From an optimization exercise on the open Yosys and OpenROAD flow, aimed at small area, a short achievable clock period and few clock cycles per item; shortcuts taken in it are not production practice. In this exercise RTL edits were held to simulation tests only and were not proved equivalent to the original. Power and IR drop assume default switching activity.

==> design/flow/flow/run.sh <==
#!/bin/bash
# The standard layout, with the port buffers made from sky130_fd_sc_hd__buf_2
# cells instead of the cell buffer_ports picks by default. The make output goes
# to flow_make.log here; ORFS's per-step logs stay under orfs/logs.
set -euo pipefail
export BUFFER_PORTS_ARGS="-buffer_cell sky130_fd_sc_hd__buf_2"
bash standard.sh finish > flow_make.log 2>&1
==> design/flow/standard.sh <==
#!/bin/bash
# synth_recipe.tcl (not shown) runs the flow's synth.tcl, then flattens the netlist and writes it again
# the make line also repeats each setting of config.mk as NAME=value (left out here)
make -C /OpenROAD-flow-scripts/flow DESIGN_CONFIG=/design/flow/config.mk WORK_HOME=/design/flow/orfs CLKGATE_MAP_FILE= SYNTH_SCRIPT=/design/flow/synth_recipe.tcl "${@:-finish}"
==> design/flow/config.mk <==
export PLATFORM = sky130hd
export DESIGN_NAME = join_top
export DESIGN_NICKNAME = join_top
export VERILOG_FILES = /design/flow/design.v
export SDC_FILE = /design/flow/constraint.sdc
export NUM_CORES = 4
export LEC_CHECK = 0
export CAP_MARGIN = 20
export CORE_MARGIN = 2
export CORE_UTILIZATION = 40
export CTS_CLUSTER_DIAMETER = 60
export CTS_CLUSTER_SIZE = 40
export SETUP_SLACK_MARGIN = 2.6
export SLEW_MARGIN = 20
export TNS_END_PERCENT = 10
==> design/flow/constraint.sdc <==
create_clock -name core_clock -period 5.0 [get_ports {ap_clk}]
set_input_delay 1.0000 -clock core_clock [delete_from_list [all_inputs] [get_ports {ap_clk}]]
set_output_delay 1.0000 -clock core_clock [all_outputs]
set_load 0.01 [all_outputs]
==> design/flow/design.v <==
localparam WINDOW_DEPTH    = 16;   
localparam REG_CTRL        = 8'h00;   
localparam REG_RESULT_BASE = 8'h04;
localparam REG_RESULT_MAX  = 8'h08;
localparam REG_WINDOW      = 8'h0C;   
localparam REG_STREAM      = 8'h10;   
localparam REG_STATUS      = 8'h14;
`timescale 1ns/10ps
module join_top (
  input  logic        ap_clk,
  input  logic        rst_n,
  input  logic        host_cyc,
  input  logic        host_stb,
  input  logic        host_we,
  input  logic [31:0] host_adr,
  input  logic [31:0] host_dat_w,
  output logic        host_ack,
  output logic [31:0] host_dat_r,
  output logic        mem_cyc,
  output logic        mem_stb,
  output logic        mem_we,
  output logic [31:0] mem_adr,
  output logic [31:0] mem_dat_w,
  input  logic        mem_ack,
  input  logic [31:0] mem_dat_r
);
localparam WINDOW_DEPTH    = 16;   
localparam REG_CTRL        = 8'h00;   
localparam REG_RESULT_BASE = 8'h04;
localparam REG_RESULT_MAX  = 8'h08;
localparam REG_WINDOW      = 8'h0C;   
localparam REG_STREAM      = 8'h10;   
localparam REG_STATUS      = 8'h14;
  logic        rd_ack_q;      
  logic        h_v, b_v;      
  logic        h_s, b_s;      
  logic [15:0] h_d, b_d;      
  logic [7:0]  wkey [WINDOW_DEPTH];
  logic [7:0]  wval [WINDOW_DEPTH];
  logic [3:0]  wr_ptr;        
  logic        wfull;         
  logic [7:0]  p_key;         
  logic [7:0]  p_sval;
  logic [15:0] p_mask;        
  logic        p_valid;       
  logic [31:0] result_base;
  logic [15:0] result_max;
  logic [15:0] count;
  logic        over;
  logic        room_q;        
  logic        rc_q;          
  logic        stb_q;         
  logic [27:0] dat_q;         
  logic [31:2] adr_q;         
  logic        adr_c;         
  logic [31:0] rd_q;
  logic [15:0] p_below;       
  logic [15:0] p_low;         
  logic [15:0] p_rest;
  logic        free, take, issue, pop;
  logic [3:0] p_grp;          
  logic [3:0] p_grp_below;    
  always_comb begin
    for (int g = 0; g < 4; g++) p_grp[g] = |p_mask[4*g +: 4];
    p_grp_below[0] = 1'b0;
    p_grp_below[1] = p_grp[0];
    p_grp_below[2] = p_grp[0] | p_grp[1];
    p_grp_below[3] = p_grp[0] | p_grp[1] | p_grp[2];
    for (int g = 0; g < 4; g++) begin
      p_below[4*g]     = p_grp_below[g];
      p_below[4*g + 1] = p_grp_below[g] | p_mask[4*g];
      p_below[4*g + 2] = p_grp_below[g] | p_mask[4*g] | p_mask[4*g + 1];
      p_below[4*g + 3] = p_grp_below[g] | p_mask[4*g] | p_mask[4*g + 1] | p_mask[4*g + 2];
    end
  end
  assign p_low   = p_mask & ~p_below;
  assign p_rest  = p_mask & p_below;
  assign free    = !stb_q || mem_ack;         
  assign take    = free && p_valid;           
  assign issue   = take && room_q;
  logic [3:0] p_grp2;
  logic       p_multi;
  always_comb begin
    for (int g = 0; g < 4; g++)
      p_grp2[g] = (p_mask[4*g] & (p_mask[4*g+1] | p_mask[4*g+2] | p_mask[4*g+3]))
                | (p_mask[4*g+1] & (p_mask[4*g+2] | p_mask[4*g+3]))
                | (p_mask[4*g+2] & p_mask[4*g+3]);
    p_multi = (|p_grp2)
            | (p_grp[0] & (p_grp[1] | p_grp[2] | p_grp[3]))
            | (p_grp[1] & (p_grp[2] | p_grp[3]))
            | (p_grp[2] & p_grp[3]);
  end
  assign pop     = take && (!room_q || !p_multi);   
  logic [7:0]  offset;
  logic        wr_ok, wack, w_buf, op_base, op_max, op_clr;
  assign offset  = host_adr[7:0];
  assign wr_ok   = !b_v;
  assign wack    = host_cyc && host_stb && host_we && wr_ok;
  assign w_buf   = wack && ((offset == REG_WINDOW) || (offset == REG_STREAM));
  assign op_base = wack && (offset == REG_RESULT_BASE);
  assign op_max  = wack && (offset == REG_RESULT_MAX);
  assign op_clr  = wack && (offset == REG_CTRL) && host_dat_w[0];
  always_ff @(posedge ap_clk or negedge rst_n) begin
    if (!rst_n) rd_ack_q <= 1'b0;
    else        rd_ack_q <= host_cyc && host_stb && !host_we && !rd_ack_q;
  end
  logic busy;
  assign busy = stb_q || p_valid || (h_v && h_s) || (b_v && b_s);
  always_ff @(posedge ap_clk) begin
    case (offset)
      REG_RESULT_BASE: rd_q <= result_base;
      REG_RESULT_MAX:  rd_q <= {16'h0, result_max};
      REG_STATUS:      rd_q <= {14'h0, busy, over, count};
      default:         rd_q <= '0;
    endcase
  end
  assign host_ack   = (host_cyc && host_stb && host_we && wr_ok) || rd_ack_q;
  assign host_dat_r = rd_q;
  always_ff @(posedge ap_clk or negedge rst_n) begin
    if (!rst_n) begin
      result_base <= '0;
      result_max  <= '0;
    end else begin
      if (op_base) result_base <= host_dat_w;
      if (op_max)  result_max  <= host_dat_w[15:0];
    end
  end
  logic        h_go, win_go, ld_str;
  logic [15:0] wvalid, match;    
  always_comb begin
    for (int i = 0; i < WINDOW_DEPTH; i++) begin
      wvalid[i] = wfull || (4'(i) < wr_ptr);
      match[i]  = wvalid[i] && (wkey[i] == h_d[15:8]);
    end
  end
  assign win_go = h_v && !h_s && !p_mask[wr_ptr];
  assign ld_str = h_v && h_s && !p_valid;
  assign h_go   = win_go || ld_str;
  logic h_new, h_up, b_new;
  assign h_new = w_buf && (h_go || !h_v);
  assign h_up  = h_go && !w_buf;
  assign b_new = w_buf && h_v && !h_go;
  always_ff @(posedge ap_clk) begin
    if (h_new) begin
      h_s <= (offset == REG_STREAM);
      h_d <= host_dat_w[15:0];
    end else if (h_up) begin
      h_s <= b_s;
      h_d <= b_d;
    end
    if (b_new) begin
      b_s <= (offset == REG_STREAM);
      b_d <= host_dat_w[15:0];
    end
  end
  always_ff @(posedge ap_clk or negedge rst_n) begin
    if (!rst_n) begin
      h_v <= 1'b0;
      b_v <= 1'b0;
    end else if (op_clr) begin
      h_v <= 1'b0;
      b_v <= 1'b0;
    end else begin
      if (h_new)     h_v <= 1'b1;
      else if (h_up) h_v <= b_v;
      if (b_new)     b_v <= 1'b1;
      else if (h_go) b_v <= 1'b0;
    end
  end
  always_ff @(posedge ap_clk) begin
    if (win_go) begin
      wkey[wr_ptr] <= h_d[15:8];
      wval[wr_ptr] <= h_d[7:0];
    end
  end
  always_ff @(posedge ap_clk or negedge rst_n) begin
    if (!rst_n) begin
      wr_ptr <= '0;
      wfull  <= 1'b0;
    end else if (op_clr) begin
      wr_ptr <= '0;
      wfull  <= 1'b0;
    end else if (win_go) begin
      wr_ptr <= wr_ptr + 1'b1;
      if (wr_ptr == 4'hF) wfull <= 1'b1;
    end
  end
  always_ff @(posedge ap_clk) begin
    if (!p_valid) begin
      p_key  <= h_d[15:8];
      p_sval <= h_d[7:0];
    end
  end
  always_ff @(posedge ap_clk or negedge rst_n) begin
    if (!rst_n) begin
      p_mask  <= '0;
      p_valid <= 1'b0;
    end else if (ld_str) begin
      p_mask  <= match;
      p_valid <= |match;
    end else if (take) begin
      p_mask  <= room_q ? p_rest : '0;   
      p_valid <= !pop;
    end
  end
  logic [7:0] p_wval;
  logic [3:0] p_slot;
  always_comb begin
    p_wval = '0;
    p_slot = '0;
    for (int i = 0; i < 16; i++) begin
      p_wval = p_wval | ({8{p_low[i]}} & wval[i]);
      p_slot = p_slot | ({4{p_low[i]}} & 4'(i));
    end
  end
  always_ff @(posedge ap_clk) begin
    if (issue) dat_q <= {p_key, p_sval, p_wval, p_slot};
  end
  always_ff @(posedge ap_clk or negedge rst_n) begin
    if (!rst_n) begin
      stb_q <= 1'b0;
      count <= '0;
      over  <= 1'b0;
    end else if (op_clr) begin
      stb_q <= 1'b0;
      count <= '0;
      over  <= 1'b0;
    end else begin
      if (free) begin
        stb_q <= issue;
      end
      if (stb_q && mem_ack) count <= count + 1'b1;
      if (take && !room_q) over <= 1'b1;
    end
  end
  logic [16:0] count_p1, count_p2;
  assign count_p1 = {1'b0, count} + 17'd1;
  assign count_p2 = {1'b0, count} + 17'd2;
  always_ff @(posedge ap_clk or negedge rst_n) begin
    if (!rst_n) begin
      room_q <= 1'b0;
      rc_q   <= 1'b0;
    end else begin
      rc_q <= op_max || op_clr;
      if (rc_q)       room_q <= count < result_max;
      else if (issue) room_q <= stb_q ? (count_p2 != {1'b0, result_max})
                                      : (count_p1 != {1'b0, result_max});
    end
  end
  logic [8:0]  lo_sum, hi_sum0, hi_sum1;
  logic [16:0] adr_lo;
  assign lo_sum  = {1'b0, result_base[9:2]}   + {1'b0, count[7:0]};
  assign hi_sum0 = {1'b0, result_base[17:10]} + {1'b0, count[15:8]};
  assign hi_sum1 = {1'b0, result_base[17:10]} + {1'b0, count[15:8]} + 9'd1;
  assign adr_lo  = {lo_sum[8] ? hi_sum1 : hi_sum0, lo_sum[7:0]};
  always_ff @(posedge ap_clk) begin
    if (stb_q && mem_ack) begin
      adr_q <= adr_q + 1'b1;
      adr_c <= adr_c || (&adr_q[17:2]);
    end else begin
      {adr_c, adr_q[17:2]} <= adr_lo;
      adr_q[31:18]         <= result_base[31:18] + {13'h0, adr_c};
    end
  end
  assign mem_cyc   = stb_q;
  assign mem_stb   = stb_q;
  assign mem_we    = stb_q;
  assign mem_adr   = {adr_q, result_base[1:0]};
  assign mem_dat_w = {dat_q[27:4], 4'h0, dat_q[3:0]};
endmodule
==> impl_metrics.toml, run 1 <==
[status]
status = "complete, no violations"

[clock_tree]
cts-root-buf = "clkbuf_16"
clk_pin_slew_ns = 0.09
cts_tree = "done"
cts_max_path_buffers = 3
cts_inserted_buffers = 39
hold_buffers = 0
htreeDepth = 2
clock_latency_ns = 0.59
clock-sinks = 490

[floorplanning]
fp.dieH_um = 237
fp-row-count = 85
die_x_um = 237
core_area_um2 = 53700
initial_core_util = 0.404
pin_count = 202
dieArea_um2 = 56100

[sta]
min_period_ns = 2.61
hold_slack_ns = 0.367
grt_setup_unrepaired = "true"
hold_violations = 0
worstMarginPinSlew_ns = 0.862
setup-tns-final_ns = 0
relSlewSlack = 0.420
slew_viol_final = 0
setup_viol = 0
clock.fmax_mhz = 384
skew_ns = 0.0324
setup_slack_ns = 2.39
period_share = 0.521

[layout]
final_cell_mix = "334 x edfxtp_1, 139 x buf_2, 108 x xnor2_1"
final_layout_size_suffix_gt1_frac = 0.238
layout.nets = 1991
multiInputGateArea_um2 = 7850
fillCellCount = 4754
syn_to_final_growth_pct = 17.0
finalNonFillerCells = 2573
ff_latch_area_um2 = 13600
final_common_cell = "edfxtp_1"
utilization = 0.473

[setup_path]
critPathArrivalTime_ns = 3.06
crit_type = "reg2reg"
crit-reg2reg-launch = "h_d[10]"
r2r_end = "p_valid"
worstPathRequired_ns = 5.46
crit_chain = "buf_4, buf_4, xor2_1, a211oi_1, nand4_1, nand4_1, nor4b_1, a31oi_1"
regToRegSetupSlack_ns = 2.39
max_stage_delay_ns = 0.65
cp-startpoint = "h_d[10]"
endpoint_kind = "flop"
slowest_stage = "edfxtp_1"
startpoint_type = "flop"
rr_worst_depth = 8
cp_max_fo = 17

[power_and_ir_drop]
ir_worst_vdd_uv = 211
p_leak_nw = 9.77
p_seq_frac = 0.519
clockPowerShare = 0.371
power_frac_comb = 0.110
power.switching_mw = 2.45
p_int_mw = 6.46
swShare = 0.275
power_density_nw_per_um2 = 351

[route]
postRouteWirelength_um = 52800
vias_per_cell = 5.41
drt_iter0_drc = 1024
antenna_left = 0
vias = 13900
drc = 0
dr.pass1.iters = 5
wl_per_cell_um = 20.5

[synth]
yosys_warnings = 1
syn_avg_cell_area_um2 = 13.0
ys_types = 76
synthArstFlopShare = 0.190
synth.ff_latch_count = 490
netlist_area_um2 = 21700
synth_edf_count = 334
synth_ff_type = "edfxtp_1"
syn_inst = 1671
synth-seq-area-share = 0.627

[place]
dp_worst_setup_slack_ns = 1.57
place.port_buffers = 141
dp.cells = 2440
routabilityCongestion = 0.876
hpwl_um = 35400

[grt]
grtUsageTotal = 0.187
overflow = 0
grt_pass1_wl_um = 81900
grt_pass1_vias = 13900
antenna_found_initial = 5
grt_max_degree = 38

[hold_path]
hp-class = "in2async"

[run]
maxCapViolCount = 0
-- critical path: cells and delay by family, from the launching register on --
kind	cells	cell delay, ns
buf+inv	2	0.55
flops	1	0.65
simple gates	3	0.88
xor+xnor	1	0.17
compound gates	2	0.23
-- state kept, by name, summed over array words and instances (netlist names), 4 cells and up --
signal / cells
wkey: 128
wval: 128
rd_q: 32
result_base: 32
adr_q: 30
dat_q: 28
b_d: 16
count: 16
h_d: 16
p_mask: 16
result_max: 16
p_key: 8
p_sval: 8
wr_ptr: 4
-- cells by family (layout without fill, tap and decap cells) --
kind of cell	after synthesis	in the layout	share of synthesized area
other	1	5	0.000173
buffers and inverters	148	347	0.0285
AOI/OAI and AO/OA	277	279	0.0903
adders and majority gates	44	44	0.0259
xor gates and xnor gates	213	213	0.0860
DFF	490	490	0.627
muxes	66	66	0.0358
and+or+nand+nor	432	433	0.106
-- layer usage --
| metal | up-vias | GRT usage | wire, um |
|---|---|---|---|
| li1 | 6566 | - | - |
| met1 | 6933 | 0.249 | 23200 |
| met2 | 345 | 0.317 | 25900 |
| met3 | 79 | 0.0303 | 2510 |
| met4 | 4 | 0.0504 | 1110 |
| met5 | - | 0 | 22 |
-- how the worst max path moves through the flow --
stage	cells past startpoint	to	slack [ns]
after floorplan	8	result_base[10]	2.13
after global placement	8	result_max[13]	1.68
after detailed placement	9	result_max[8]	1.57
after CTS	9	adr_q[16]	2.33
after global routing	8	h_d[7]	2.32
final	8	p_valid	2.39
-- timing repair --
action | 4_1_cts | 5_1_grt
gates resized for setup | 74 | 39
buffers inserted | 33 | 23
pin swaps | 21 | 12
endpoints found under the setup margin | 421 | 423
cloned | 4 | 1
-- synthesized netlist by cell type, types with 41 or more instances --
cell type	instances	area share
edfxtp_1	334	0.46
nand2_1	102	0.018
clkbuf_1	66	0.011
mux2_2	43	0.022
ha_1	41	0.024
xnor2_1	109	0.044
dfxtp_1	63	0.058
dfrtp_1	93	0.11
xor2_1	104	0.042
nand4_1	48	0.014
o21ai_0	77	0.018
inv_1	51	0.0088
nor2_1	69	0.012
-- through the flow --
step / cell area, um^2 / power, mW
after floorplan: 21800 / 5.23
after global placement: 23100 / 5.53
after detailed placement: 23100 / 5.55
after CTS: 25100 / 8.91
after global routing: 25400 / 9.26
final: 25400 / 8.92
-- power groups by stage --
stage,Combinational (mW),Clock (mW),Sequential (mW)
2_1_floorplan,0.602,0,4.63
3_3_place_gp,0.806,0,4.72
3_5_place_dp,0.824,0,4.72
4_1_cts,0.901,3.38,4.63
5_1_grt,1.08,3.53,4.65
6_report,0.984,3.30,4.63
-- area by class of cell --
type,count,area share
Sequential cell,490,0.537
Inverter,52,0.00773
Timing Repair Buffer,224,0.0571
Clock buffer,41,0.0391
Clock inverter,30,0.0155
Multi-Input combinational cell,1039,0.309
Tap cell,696,0.0343
Antenna cell,1,0.0000985
Testbench counts, summed over its fixed seeds: cycles 6,408, items 1,432.
==> inputs of run 2 (changes only) <==
--- a/design/flow/config.mk
+++ b/design/flow/config.mk
@@ -10,6 +10,6 @@
 export CORE_UTILIZATION = 40
 export CTS_CLUSTER_DIAMETER = 60
 export CTS_CLUSTER_SIZE = 40
-export SETUP_SLACK_MARGIN = 2.6
+export SETUP_SLACK_MARGIN = 2.8
 export SLEW_MARGIN = 20
 export TNS_END_PERCENT = 10
==> run 2 against run 1 <==
  * Global-route usage about the same
  * Hold slack gained 0.036 ns
  * Combinational power fell by 6.1%
  * Fmax up 0.22%
  * Sequential share of layout area is 0.57 points higher
  * Setup slack better by 0.0057 ns
  * Total power down 3.6%
  * Register-to-register slack improved by 0.06 ns
  * Utilization is 0.51 points lower
  * Sequential cell count did not move
  * Wire length is 0.40% lower
  * Clock skew up 0.0099 ns
==> impl_metrics.toml, run 2 <==
[status]
status = "complete, no violations"

[hold_path]
whs_path_depth = 0
hp-class = "reg2reg"

[sta]
clock.fmax_mhz = 384
hold_violations = 0
min_period_ns = 2.60
worstMarginPinSlew_ns = 0.906
skew_ns = 0.0423
setup_viol = 0
setup-tns-final_ns = 0
period_share = 0.520
hold_slack_ns = 0.404
slew_viol_final = 0
grt_setup_unrepaired = "true"
relSlewSlack = 0.391

[layout]
n_antenna_cell = 0
layout.nets = 1983
final_cell_mix = "334 x edfxtp_1, 136 x buf_2, 109 x xnor2_1"
utilization = 0.468
largestRegisters = "wkey x128, wval x128"
syn_to_final_growth_pct = 15.8
final_common_cell = "edfxtp_1"
final_layout_size_suffix_gt1_frac = 0.231

[synth]
synthArstFlopShare = 0.190
synth_top_area_cell = "edfxtp_1"
netlist_top_cells_count = "334 x edfxtp_1, 109 x xnor2_1, 104 x xor2_1"
synth.ff_latch_count = 490
synth_edf_count = 334
synth-seq-area-share = 0.627
synth_ff_type = "edfxtp_1"
yosys_warnings = 1
netlist_area_um2 = 21700
synth_top_area_frac = 0.462
syn_avg_cell_area_um2 = 13.0
synth_most_common_cell = "edfxtp_1"
ys_types = 76
synth_area_leaders = "edfxtp_1 46%, dfrtp_1 11%, dfxtp_1 5.8%"
syn_inst = 1671

[setup_path]
cp_top_family = "simple AND/OR/NAND/NOR gates"
endpoint_kind = "output pin"
path_common_cell = "buf_6"
cp_max_fo = 2
critPathArrivalTime_ns = 1.60
worstPathRequired_ns = 4.00
crit_type = "in2out"
max_stage_delay_ns = 0.25
crit_chain = "buf_6, nor3b_4, or2_4, buf_6"
critPathBufInv = 2
startpoint_type = "input port"
crit_cells = 4
slowest_stage = "or2_4"
rr_worst_depth = 7

[route]
antenna_left = 0
postRouteWirelength_um = 52600
vias_per_cell = 5.41
wl_per_cell_um = 20.5
dr.pass1.iters = 7
vias = 13900
drc = 0
drt_iter0_drc = 1077

[clock_tree]
clock-sinks = 490
hold_buffers = 0
cts-root-buf = "clkbuf_16"
cts_tree = "done"
htreeDepth = 2
clk_pin_slew_ns = 0.08
cts_max_path_buffers = 3
cts_inserted_buffers = 36
clock_latency_ns = 0.58

[power_and_ir_drop]
power_density_nw_per_um2 = 342
ir_worst_vdd_uv = 218
p_leak_nw = 9.63

[floorplanning]
dieArea_um2 = 56100
fp-row-count = 85
core_area_um2 = 53700
die_x_um = 237
pin_count = 202
fp.dieH_um = 237
initial_core_util = 0.404

[run]
maxCapViolCount = 0

[grt]
grt_max_degree = 63
grtUsageTotal = 0.187
antenna_found_initial = 1
grt_pass1_vias = 13800
grt_pass1_wl_um = 81500
overflow = 0

[place]
hpwl_um = 35100
place.port_buffers = 141
routabilityCongestion = 0.844
run 2: power breakdown:
part | total (mW) | internal [mW] | leakage (nW) | switching [mW]
Combinational | 0.924 | 0.400 | 4.35 | 0.524
Clock | 3.05 | 1.50 | 0.580 | 1.55
Sequential | 4.62 | 4.43 | 4.70 | 0.192
Total | 8.60 | 6.33 | 9.63 | 2.27
run 2: logic make-up after synthesis:
kind of cell / Yosys count / share of synthesized area
AOI/OAI and AO/OA: 277 / 0.0903
xor gates and xnor gates: 213 / 0.0860
adders and majority gates: 44 / 0.0259
buffers and inverters: 148 / 0.0285
DFF: 490 / 0.627
muxes: 66 / 0.0358
other: 1 / 0.000173
and+or+nand+nor: 432 / 0.106
run 2: timing repair:
action,4_1_cts,5_1_grt
pin swaps,26,9
gates resized for setup,85,27
setup endpoints to repair,446,453
gates cloned,3,1
setup buffers,42,15
endpoints found under the hold margin,0,0
run 2: worst paths after layout:
| path | end | slack [ns] | from |
|---|---|---|---|
| max | host_ack | 2.40 | host_we |
| min | dat_q[16] | 0.40 | p_sval[4] |
| max reg2reg | h_d[3] | 2.45 | wr_ptr[0] |
| min reg2reg | dat_q[16] | 0.40 | p_sval[4] |
| max in group asynchronous | p_mask[1] | 3.39 | rst_n |
| min in group asynchronous | result_base[19] | 0.53 | rst_n |
run 2: final cells by class:
cell class	instances	area (um^2)
Clock buffer	41	951
Fill cell	4769	28600
Clock inverter	23	263
Inverter	52	200
Sequential cell	490	13600
Tap cell	696	871
Multi-Input combinational cell	1039	7810
Timing Repair Buffer	219	1390
run 2: metrics by stage:
stage	cell area, um^2	power, mW	std cells	worst slack (ns)
finish	25100	8.60	2560	2.40
global route	25100	8.93	2560	2.39
CTS	24900	8.65	2544	2.41
detailed placement	23100	5.55	2435	1.38
global placement	23100	5.53	2435	1.43
floorplan	21800	5.23	1674	2.13
run 2: layer usage:
layer / vias to the layer above / global-route usage / wire [um]
met4: 2 / 0.0526 / 1310
met2: 321 / 0.312 / 25600
met1: 6927 / 0.252 / 23500
met5: - / 0 / 14
met3: 76 / 0.0318 / 2210
li1: 6535 / - / -
==> inputs of run 3 (changes only) <==
--- a/design/flow/config.mk
+++ b/design/flow/config.mk
@@ -12,4 +12,4 @@
 export CTS_CLUSTER_SIZE = 40
 export SETUP_SLACK_MARGIN = 2.8
 export SLEW_MARGIN = 20
-export TNS_END_PERCENT = 10
+export TNS_END_PERCENT = 20
==> run 3 against run 2 <==
  * Die area unchanged
  * Total power grew 6.3%
  * Combinational power rose by 5.2%
  * Synthesized cell count unchanged
  * Clock power grew 16%
  * Sequential share of layout area decreased by 1.5 points
  * Wire length shrank 0.87%
  * Critical endpoint unchanged
==> impl_metrics.toml, run 3 <==
[sta]
clock.fmax_mhz = 382
min_period_ns = 2.62
hold_violations = 0
skew_ns = 0.0419
relSlewSlack = 0.415
grt_setup_unrepaired = "true"
setup-tns-final_ns = 0
period_share = 0.524
worstMarginPinSlew_ns = 0.878
slew_viol_final = 0
setup_slack_ns = 2.38
setup_viol = 0

[setup_path]
rr_worst_depth = 7
cp_max_fo = 2
r2r_end = "h_d[12]"
startpoint_type = "input port"
regToRegSetupSlack_ns = 2.45
critPathArrivalTime_ns = 1.62
crit-reg2reg-launch = "wr_ptr[0]"
endpoint_kind = "output pin"
crit_type = "in2out"
worstPathRequired_ns = 4.00

[status]
status = "complete, no violations"

[grt]
grtUsageTotal = 0.182
grt_pass1_vias = 13700
grt-busiest-layer = "met2"
grt_max_degree = 66
use_met1 = 0.240
antenna_found_initial = 1
grtUsageMet3 = 0.0325
grt_pass1_wl_um = 80100
grtUsageMet2 = 0.304
overflow = 0

[power_and_ir_drop]
power_frac_comb = 0.106
power_density_nw_per_um2 = 353
power.switching_mw = 2.53
p_seq_frac = 0.506
clockPowerShare = 0.387
p_leak_nw = 9.87
power_mw = 9.14
swShare = 0.276
ir_worst_vdd_uv = 275
p_int_mw = 6.62

[clock_tree]
cts_inserted_buffers = 40
clk_pin_slew_ns = 0.09
htreeDepth = 2
cts_max_path_buffers = 3
clock-sinks = 490
cts_tree = "done"
clock_latency_ns = 0.60
hold_buffers = 0
cts-root-buf = "clkbuf_16"

[route]
vias = 14000
drc = 0
dr.pass1.iters = 7
postRouteWirelength_um = 52100
antenna_left = 0
drt_iter0_drc = 1068
wl_per_cell_um = 20.1
vias_per_cell = 5.42

[synth]
synth-seq-area-share = 0.627
synth_edf_count = 334
netlist_top_cells_count = "334 x edfxtp_1, 109 x xnor2_1, 104 x xor2_1"
synth.ff_latch_count = 490
yosys_warnings = 1
synthArstFlopShare = 0.190
syn_avg_cell_area_um2 = 13.0
netlist_area_um2 = 21700
syn_inst = 1671
synth_ff_type = "edfxtp_1"
synth_top_area_frac = 0.462
synth_area_leaders = "edfxtp_1 46%, dfrtp_1 11%, dfxtp_1 5.8%"
synth_top_area_cell = "edfxtp_1"
ys_types = 76
synth_most_common_cell = "edfxtp_1"

[layout]
syn_to_final_growth_pct = 19.2
fillCellCount = 4712
final_cell_mix = "334 x edfxtp_1, 135 x buf_2, 109 x xnor2_1"
final_common_cell = "edfxtp_1"
final_layout_size_suffix_gt1_frac = 0.245
ff_latch_area_um2 = 13600
layout.nets = 2005
final_area_um2 = 25900
largestRegisters = "wkey x128, wval x128"
utilization = 0.482
multiInputGateArea_um2 = 7940

[hold_path]
min_from = "p_key[3]"
whs_path_depth = 0
hp-class = "reg2reg"
hold_path_end = "dat_q[23]"

[floorplanning]
fp.dieH_um = 237
core_area_um2 = 53700
initial_core_util = 0.404
die_x_um = 237
dieArea_um2 = 56100
fp-row-count = 85
pin_count = 202

[place]
routabilityCongestion = 0.843
dp_worst_setup_slack_ns = 1.44
place.port_buffers = 141
placed_cell_area_um2 = 23100
hpwl_um = 33300

[run]
maxCapViolCount = 0
## run 3: cell counts after synthesis
Identical to the previous run, type by type.
## run 3: cell families (layout without fill, tap and decap cells)
logic type | count (synthesis) | in the layout | share of synthesized area
muxes | 66 | 66 | 0.0358
other | 1 | 5 | 0.000173
buffers and inverters | 148 | 362 | 0.0285
and+or+nand+nor | 432 | 435 | 0.106
DFF | 490 | 490 | 0.627
xor gates and xnor gates | 213 | 213 | 0.0860
AOI/OAI and AO/OA | 277 | 278 | 0.0903
adders and majority gates | 44 | 44 | 0.0259
## run 3: layer usage
| layer | share of wire | wire length (um) |
|---|---|---|
| met1 | 0.44 | 22700 |
| met2 | 0.49 | 25300 |
| met3 | 0.050 | 2630 |
| met4 | 0.028 | 1470 |
| met5 | 0 | 0 |
## run 3: what timing repair did
item	CTS	global route
setup buffers	41	29
endpoints found under the setup margin	450	456
resized for setup	72	75
pin swaps	25	17
gates cloned	3	6
## run 3: cell type report
class | count | area share
multi-input combinational | 1040 | 0.307
timing repair buffer | 236 | 0.0656
clock inverter | 30 | 0.0178
clock buffer | 44 | 0.0409
antenna | 1 | 0.0000967
sequential | 490 | 0.527
inverter | 52 | 0.00774
tap | 696 | 0.0337
## run 3: power groups by stage
stage | clock network [mW] | registers (mW) | logic [mW]
6_report | 3.54 | 4.63 | 0.972
5_1_grt | 3.76 | 4.65 | 1.08
4_1_cts | 3.62 | 4.63 | 0.882
3_5_place_dp | 0 | 4.72 | 0.801
3_3_place_gp | 0 | 4.72 | 0.786
2_1_floorplan | 0 | 4.63 | 0.604
## run 3: per-stage QoR
step	hold WS, ns	cells
floorplan	0.400	1674
global placement	0.403	2435
detailed placement	0.405	2435
CTS	0.406	2553
global route	0.411	2589
finish	0.405	2589
## run 3: how the worst max path moves through the flow
stage / slack [ns] / depth (start not counted) / startpoint / endpoint
2_1_floorplan: 2.13 / 8 / host_adr[7] / result_base[10]
3_3_place_gp: 1.51 / 7 / host_adr[7] / result_base[30]
3_5_place_dp: 1.44 / 5 / host_cyc / h_d[14]
4_1_cts: 2.41 / 6 / p_valid / p_mask[7]
5_1_grt: 2.36 / 3 / b_v / host_ack
6_report: 2.38 / 4 / host_we / host_ack
## run 3: worst max-delay path, stage by stage
cell and delay [ns]:
buf_6 0.09, nor3b_4 0.14, or2_4 0.26, buf_6 0.12

-- port drivers added, routing unchanged --
In the flow no input, the clock included, has a driving cell. The finished layouts below were timed again as built, in two steps. Step 1: set_driving_cell puts a clkbuf_16 on ap_clk and a buf_2 on each other input, an assumption about the parent block. Step 2 times the ports against the registers' clock, not the clock port: input delays grow and output delays shrink by t, the midpoint of the rising clock arrivals with the driver on. Slacks: ideal / step 1 / step 2; pairs: ideal / step 1.
| run | t (ns) | setup slack, ns | worst slew at a driven data input, ns | pins driven straight from the clock port |
|---|---|---|---|---|
| run 1 | 0.632 | 2.393 / 2.381 / 1.836 | 0.10 | 1 |
| run 2 | 0.615 | 2.399 / 2.369 / 1.942 | 0.07 | 1 |
| run 3 | 0.633 | 2.381 / 2.348 / 1.846 | 0.06 | 1 |
After both steps setup and hold are still met in every run listed. The setup slack of run 1, which loses most, moves by -0.012 ns with the drivers and by -0.557 ns with both steps.
